What follows belongs to an exercise in optimizing a design on an open flow for small area and a short achievable clock period; a production flow would make more cautious choices.
Only simulation tests tie the RTL to the original design; equivalence was not proved.

==> run a <==
==> flow/design.v <==
`default_nettype none
package fp32_fmt_pkg;
  localparam int block_size_lp = 32;
  localparam int fp_width_lp = 32;
  localparam int exp_width_lp = 8;
  localparam int frac_width_lp = 23;
  typedef union packed {
    logic [fp_width_lp-1:0] raw;
    struct packed {
      logic                     sign;
      logic [exp_width_lp-1:0]  exp;
      logic [frac_width_lp-1:0] frac;
    } fields;
  } fp32_word_u;
endpackage
`default_nettype wire
`default_nettype none
package bfp_code_pkg;
  localparam int mag_width_lp = 5;
  localparam int code_width_lp = mag_width_lp + 1;
  localparam int shift_width_lp = $clog2(mag_width_lp + 1);
  localparam int latency_lp = 1;
endpackage
`default_nettype wire
`timescale 1ns/10ps
`default_nettype none
import fp32_fmt_pkg::*;
import bfp_code_pkg::*;
module bfp_exp_decode
#(
  parameter int n_p = 8
)
(
  input  logic [n_p-1:0][exp_width_lp-1:0]  exp_i,
  input  logic [n_p-1:0]                    en_i,
  output logic [exp_width_lp-1:0]           max_exp_o,
  output logic [n_p-1:0][mag_width_lp-1:0]  sel_o
);
  localparam int n_step_lp = 3;
  function automatic int lo_c(input int s);
    lo_c = (s == 0) ? 5 : (s == 1) ? 2 : 0;
  endfunction
  function automatic int wd_c(input int s);
    wd_c = (s == 2) ? 2 : 3;
  endfunction
  logic [n_step_lp:0][n_p-1:0]      run;
  logic [exp_width_lp-1:0][n_p-1:0] bits;
  logic [n_p-1:0]                   term;
  logic [3:0]                       any;
  logic [1:0]                       up;
  always_comb begin
    for (int k = 0; k < exp_width_lp; k++) begin
      for (int i = 0; i < n_p; i++) begin
        bits[k][i] = exp_i[i][k];
      end
    end
    run[0] = '1;
    max_exp_o = '0;
    for (int s = 0; s < n_step_lp; s++) begin
      for (int j = wd_c(s) - 1; j >= 0; j--) begin
        for (int pat = 0; pat < 4; pat++) begin
          term = run[s] & bits[lo_c(s) + j];
          for (int q = 0; q < 2; q++) begin
            if (j + 1 + q < wd_c(s) && ((pat >> q) & 1) == 1) term = term & bits[lo_c(s) + j + 1 + q];
          end
          any[pat] = |term;
        end
        up = '0;
        for (int q = 0; q < 2; q++) begin
          if (j + 1 + q < wd_c(s)) up[q] = max_exp_o[lo_c(s) + j + 1 + q];
        end
        max_exp_o[lo_c(s) + j] = any[up];
      end
      run[s+1] = run[s];
      for (int j = 0; j < wd_c(s); j++) begin
        run[s+1] = run[s+1] & (bits[lo_c(s) + j] | {n_p{~max_exp_o[lo_c(s) + j]}});
      end
    end
  end
  logic [5:0] hi_m1;
  logic [3:0] mx_lo;
  for (genvar j = 0; j < 6; j++) begin : g_m1
    if (j == 0) begin : g_b0
      assign hi_m1[j] = ~max_exp_o[2];
    end else begin : g_bj
      assign hi_m1[j] = max_exp_o[2+j] ^ ~(|max_exp_o[2+j-1:2]);
    end
  end
  for (genvar a = 0; a < 4; a++) begin : g_mx
    assign mx_lo[a] = (max_exp_o[1:0] == 2'(a));
  end
  for (genvar i = 0; i < n_p; i++) begin : g_sel
    logic [3:0] ex_lo;
    logic [3:0] pos, neg;
    logic       h0, h1;
    for (genvar a = 0; a < 4; a++) begin : g_ex
      assign ex_lo[a] = (exp_i[i][1:0] == 2'(a));
    end
    always_comb begin
      pos = '0;
      neg = '0;
      for (int v = 0; v < 4; v++) begin
        for (int b = 0; b + v < 4; b++) begin
          pos[v] = pos[v] | (ex_lo[b] & mx_lo[b+v]);
          neg[v] = neg[v] | (mx_lo[b] & ex_lo[b+v]);
        end
      end
    end
    assign h0 = run[2][i];
    assign h1 = (exp_i[i][7:2] == hi_m1);
    assign sel_o[i][0] = en_i[i] & h0 & pos[0];
    assign sel_o[i][1] = en_i[i] & ((h0 & pos[1]) | (h1 & neg[3]));
    assign sel_o[i][2] = en_i[i] & ((h0 & pos[2]) | (h1 & neg[2]));
    assign sel_o[i][3] = en_i[i] & ((h0 & pos[3]) | (h1 & neg[1]));
    assign sel_o[i][4] = en_i[i] & h1 & neg[0];
  end
endmodule
module bfp_exp_tree
#(
  parameter int n_p = 8
)
(
  input  logic [n_p-1:0][exp_width_lp-1:0]  exp_i,
  output logic [exp_width_lp-1:0]           max_exp_o,
  output logic [n_p-1:0][3:0]               dist_o
);
  function automatic logic exp_ge(input logic [7:0] a, input logic [7:0] b);
    logic [7:0] g0, p0;
    logic [3:0] g1, p1;
    logic [1:0] g2, p2;
    g0 = a & ~b;
    p0 = a | ~b;
    g0[0] = p0[0];
    for (int k = 0; k < 4; k++) begin
      g1[k] = g0[2*k+1] | (p0[2*k+1] & g0[2*k]);
      p1[k] = p0[2*k+1] & p0[2*k];
    end
    for (int k = 0; k < 2; k++) begin
      g2[k] = g1[2*k+1] | (p1[2*k+1] & g1[2*k]);
      p2[k] = p1[2*k+1] & p1[2*k];
    end
    exp_ge = g2[1] | (p2[1] & g2[0]);
  endfunction
  logic [2*n_p-1:1][exp_width_lp-1:0] node;
  logic [4:0]                         hi_m1;
  for (genvar i = 0; i < n_p; i++) begin : g_leaf
    assign node[n_p + i] = exp_i[i];
  end
  for (genvar k = 1; k < n_p; k++) begin : g_node
    assign node[k] = exp_ge(node[2*k], node[2*k+1]) ? node[2*k] : node[2*k+1];
  end
  assign max_exp_o = node[1];
  assign hi_m1     = max_exp_o[7:3] - 5'd1;
  for (genvar i = 0; i < n_p; i++) begin : g_dist
    logic [3:0] low;
    logic       hi_ok;
    assign low   = {1'b0, max_exp_o[2:0]} - {1'b0, exp_i[i][2:0]};
    assign hi_ok = low[3] ? (exp_i[i][7:3] == hi_m1) : (exp_i[i][7:3] == max_exp_o[7:3]);
    assign dist_o[i] = {hi_ok & (~low[2] | (low[1:0] == 2'd0)), low[2:0]};
  end
endmodule
`default_nettype wire
`timescale 1ns/10ps
`default_nettype none
import fp32_fmt_pkg::*;
import bfp_code_pkg::*;
module bfp_shift_decode
(
  input  logic [3:0]                dist_i,
  output logic [mag_width_lp-1:0]   sel_o
);
  for (genvar k = 0; k < mag_width_lp; k++) begin : g_sel
    assign sel_o[k] = dist_i[3] & (dist_i[2:0] == 3'(k));
  end
endmodule
module bfp_align_execute
(
  input  logic [mag_width_lp-1:0]   mag_i,
  input  logic [mag_width_lp-1:0]   sel_i,
  output logic [mag_width_lp-1:0]   mag_o
);
  always_comb begin
    mag_o = '0;
    for (int k = 0; k < mag_width_lp; k++) begin
      mag_o = mag_o | ({mag_width_lp{sel_i[k]}} & (mag_i >> k));
    end
  end
endmodule
`default_nettype wire
`timescale 1ns/10ps
`default_nettype none
import fp32_fmt_pkg::*;
import bfp_code_pkg::*;
module bfp_code_result
(
  input  logic                     clk,
  input  logic                     reset_i,
  input  logic                     valid_i,
  input  logic [exp_width_lp-1:0]  shared_exp_i,
  input  logic [block_size_lp*code_width_lp-1:0]  codes_i,
  output logic                     out_valid_o,
  output logic [exp_width_lp-1:0]  shared_exp_o,
  output logic [block_size_lp*code_width_lp-1:0]  codes_o
);
  always_ff @(posedge clk) begin
    if (reset_i) begin
      out_valid_o  <= 1'b0;
      shared_exp_o <= '0;
      codes_o      <= '0;
    end else begin
      out_valid_o <= valid_i;
      if (valid_i) begin
        shared_exp_o <= shared_exp_i;
        codes_o      <= codes_i;
      end
    end
  end
endmodule
`default_nettype wire
`timescale 1ns/10ps
`default_nettype none
import fp32_fmt_pkg::*;
import bfp_code_pkg::*;
module bfp_quant_top
(
  input  logic                     clk,
  input  logic                     reset_i,
  input  logic                     in_valid_i,
  input  logic [block_size_lp*fp_width_lp-1:0]   block_i,
  output logic                                   out_valid_o,
  output logic [exp_width_lp-1:0]                shared_exp_o,
  output logic [block_size_lp*code_width_lp-1:0] codes_o
);
  logic [block_size_lp-1:0][exp_width_lp-1:0]  exps;
  logic [block_size_lp-1:0]                    nz;
  logic [block_size_lp-1:0][mag_width_lp-1:0]  sel;
  logic [exp_width_lp-1:0]                     max_exp;
  logic [block_size_lp*code_width_lp-1:0]      codes;
  for (genvar i = 0; i < block_size_lp; i++) begin : g_exp
    assign exps[i] = block_i[fp_width_lp*i + frac_width_lp +: exp_width_lp];
    assign nz[i]   = |exps[i];
  end
  bfp_exp_decode #(.n_p(block_size_lp)) u_decode (
    .exp_i     (exps),
    .en_i      (nz),
    .max_exp_o (max_exp),
    .sel_o     (sel)
  );
  for (genvar i = 0; i < block_size_lp; i++) begin : g_word
    logic [mag_width_lp-1:0] mag;
    bfp_align_execute u_shift (
      .mag_i ({1'b1, block_i[fp_width_lp*i + frac_width_lp - mag_width_lp + 1 +: mag_width_lp - 1]}),
      .sel_i (sel[i]),
      .mag_o (mag)
    );
    assign codes[code_width_lp*i +: code_width_lp] = {block_i[fp_width_lp*i + fp_width_lp - 1], mag};
  end
  bfp_code_result u_result (
    .clk          (clk),
    .reset_i      (reset_i),
    .valid_i      (in_valid_i),
    .shared_exp_i (max_exp),
    .codes_i      (codes),
    .out_valid_o  (out_valid_o),
    .shared_exp_o (shared_exp_o),
    .codes_o      (codes_o)
  );
endmodule
`default_nettype wire
==> flow/flow/run.sh <==
#!/bin/bash
# The standard layout (the standard.sh: standard synthesis script,
# floorplan, placement, CTS, routing) with two changes:
# - synthesis leaves adders to abc: ADDER_MAP_FILE is empty, so Yosys's
#   extract_fa pass does not turn the small subtracts into half/full adder
#   cells (registers, names and flip-flop cells are unchanged);
# - the buffer that placement puts on every input and output port is
#   sky130_fd_sc_hd__buf_1 instead of the default delay cell
#   (clkdlybuf4s50_1). Every port still gets its own buffer.
# standard.sh writes each tool's log under orfs/logs; its own output goes
# to standard.log here.
set -euo pipefail
export ADDER_MAP_FILE=
export BUFFER_PORTS_ARGS="-buffer_cell sky130_fd_sc_hd__buf_1"
bash standard.sh > standard.log 2>&1
==> flow/standard.sh <==
#!/bin/bash
# synth_recipe.tcl (not shown) runs the flow's synth.tcl, then flattens the netlist and writes it again
# the make line also repeats each setting of config.mk as NAME=value (left out here)
make -C /OpenROAD-flow-scripts/flow DESIGN_CONFIG=/design/flow/config.mk WORK_HOME=/design/flow/orfs CLKGATE_MAP_FILE= SYNTH_SCRIPT=/design/flow/synth_recipe.tcl "${@:-finish}"
==> flow/config.mk <==
export PLATFORM = sky130hd
export DESIGN_NAME = bfp_quant_top
export DESIGN_NICKNAME = bfp_quant_top
export VERILOG_FILES = /design/flow/design.v
export SDC_FILE = /design/flow/constraint.sdc
export NUM_CORES = 4
export LEC_CHECK = 0
export ABC_AREA = 1
export CAP_MARGIN = 20
export CORE_AREA = 5 5 415 415
export DIE_AREA = 0 0 420 420
export PLACE_DENSITY = 0.95
export SLEW_MARGIN = 20
==> flow/constraint.sdc <==
create_clock -name core_clock -period 10.0 [get_ports {clk}]
set_input_delay 2.0000 -clock core_clock [delete_from_list [all_inputs] [get_ports {clk}]]
set_output_delay 2.0000 -clock core_clock [all_outputs]
set_load 0.01 [all_outputs]
==> inputs of run b, as changes to run a <==
Settings changed: CORE_AREA 5 5 415 415 to 5 5 445 445, DIE_AREA 0 0 420 420 to 0 0 450 450, SETUP_SLACK_MARGIN set to 5.
==> qor.csv <==
stage,metric,value,unit
outcome,outcome,timing/DRC/antenna clean,
placed_design,placed cells,7659,
floorplan,Core Footprint,167000,um^2
sta,Final Cycle Share,0.800,
hold_path,hold path startpoint,u_result.codes_o[62]$_SDFFE_PP0P_,
clock_tree,post_cts resized,0,
finish,Layout Cells excl Fill,7784,
sta,Slew HR,0.350,
global_routing,Tot GR Track Use,0.208,
worst_setup_path,R2R Setup Slk,9250,ps
clock_tree,total CTS buffers,25,
[end of results for run a]
==> qor.csv <==
stage,metric,value,unit
finish,Layout Cells excl Fill,8282,
power_and_ir_drop,Pleak,17.3,nW
clock_tree,post_cts resized,698,
global_routing,Tot GR Track Use,0.203,
floorplan,Core Footprint,193000,um^2
finish,buffering overhead,0.199,
sta,Slew HR,0.269,
global_routing,global-route wire length before repair,291000,um
sta,Final Cycle Share,0.675,
hold_path,hold path startpoint,u_result.shared_exp_o[3]$_SDFFE_PP0P_,
outcome,outcome,timing/DRC/antenna clean,
floorplan,Horiz. Die Dim,450,um
clock_tree,total CTS buffers,24,
placed_design,placed cells,7911,
[end of results for run b]

==> re-timing with driven ports <==
The flow's constraints put no driver on any port. The routed layouts listed below were extracted and timed again, unchanged, in two steps.
Step 1 (the two cells are an assumption about what drives the block):
set clk [get_ports {clk}]
set_driving_cell -lib_cell sky130_fd_sc_hd__clkbuf_16 $clk
set_driving_cell -lib_cell sky130_fd_sc_hd__buf_2 [delete_from_list [all_inputs] $clk]
Step 2 adds t to the input delays and takes it off the output delays; t is the mean of the earliest and latest rising clock arrival at the registers after step 1. Input paths then give back, and output paths get back, about the clock's delay inside the block.
a / b / c = ideal ports / drivers / drivers and shift; a / b = the first two.
| run | t, ns | setup WS [ns] | worst register clock-pin slew, ns |
|---|---|---|---|
| run a | 0.616 | 2.001 / 1.982 / 1.366 | 0.08 / 0.08 |
| run b | 0.633 | 3.246 / 3.158 / 2.525 | 0.08 / 0.08 |
After both steps setup and hold are still met in every run listed. For run b, which loses most, drivers alone change the setup slack by -0.088 ns; drivers and shift together by -0.721 ns.
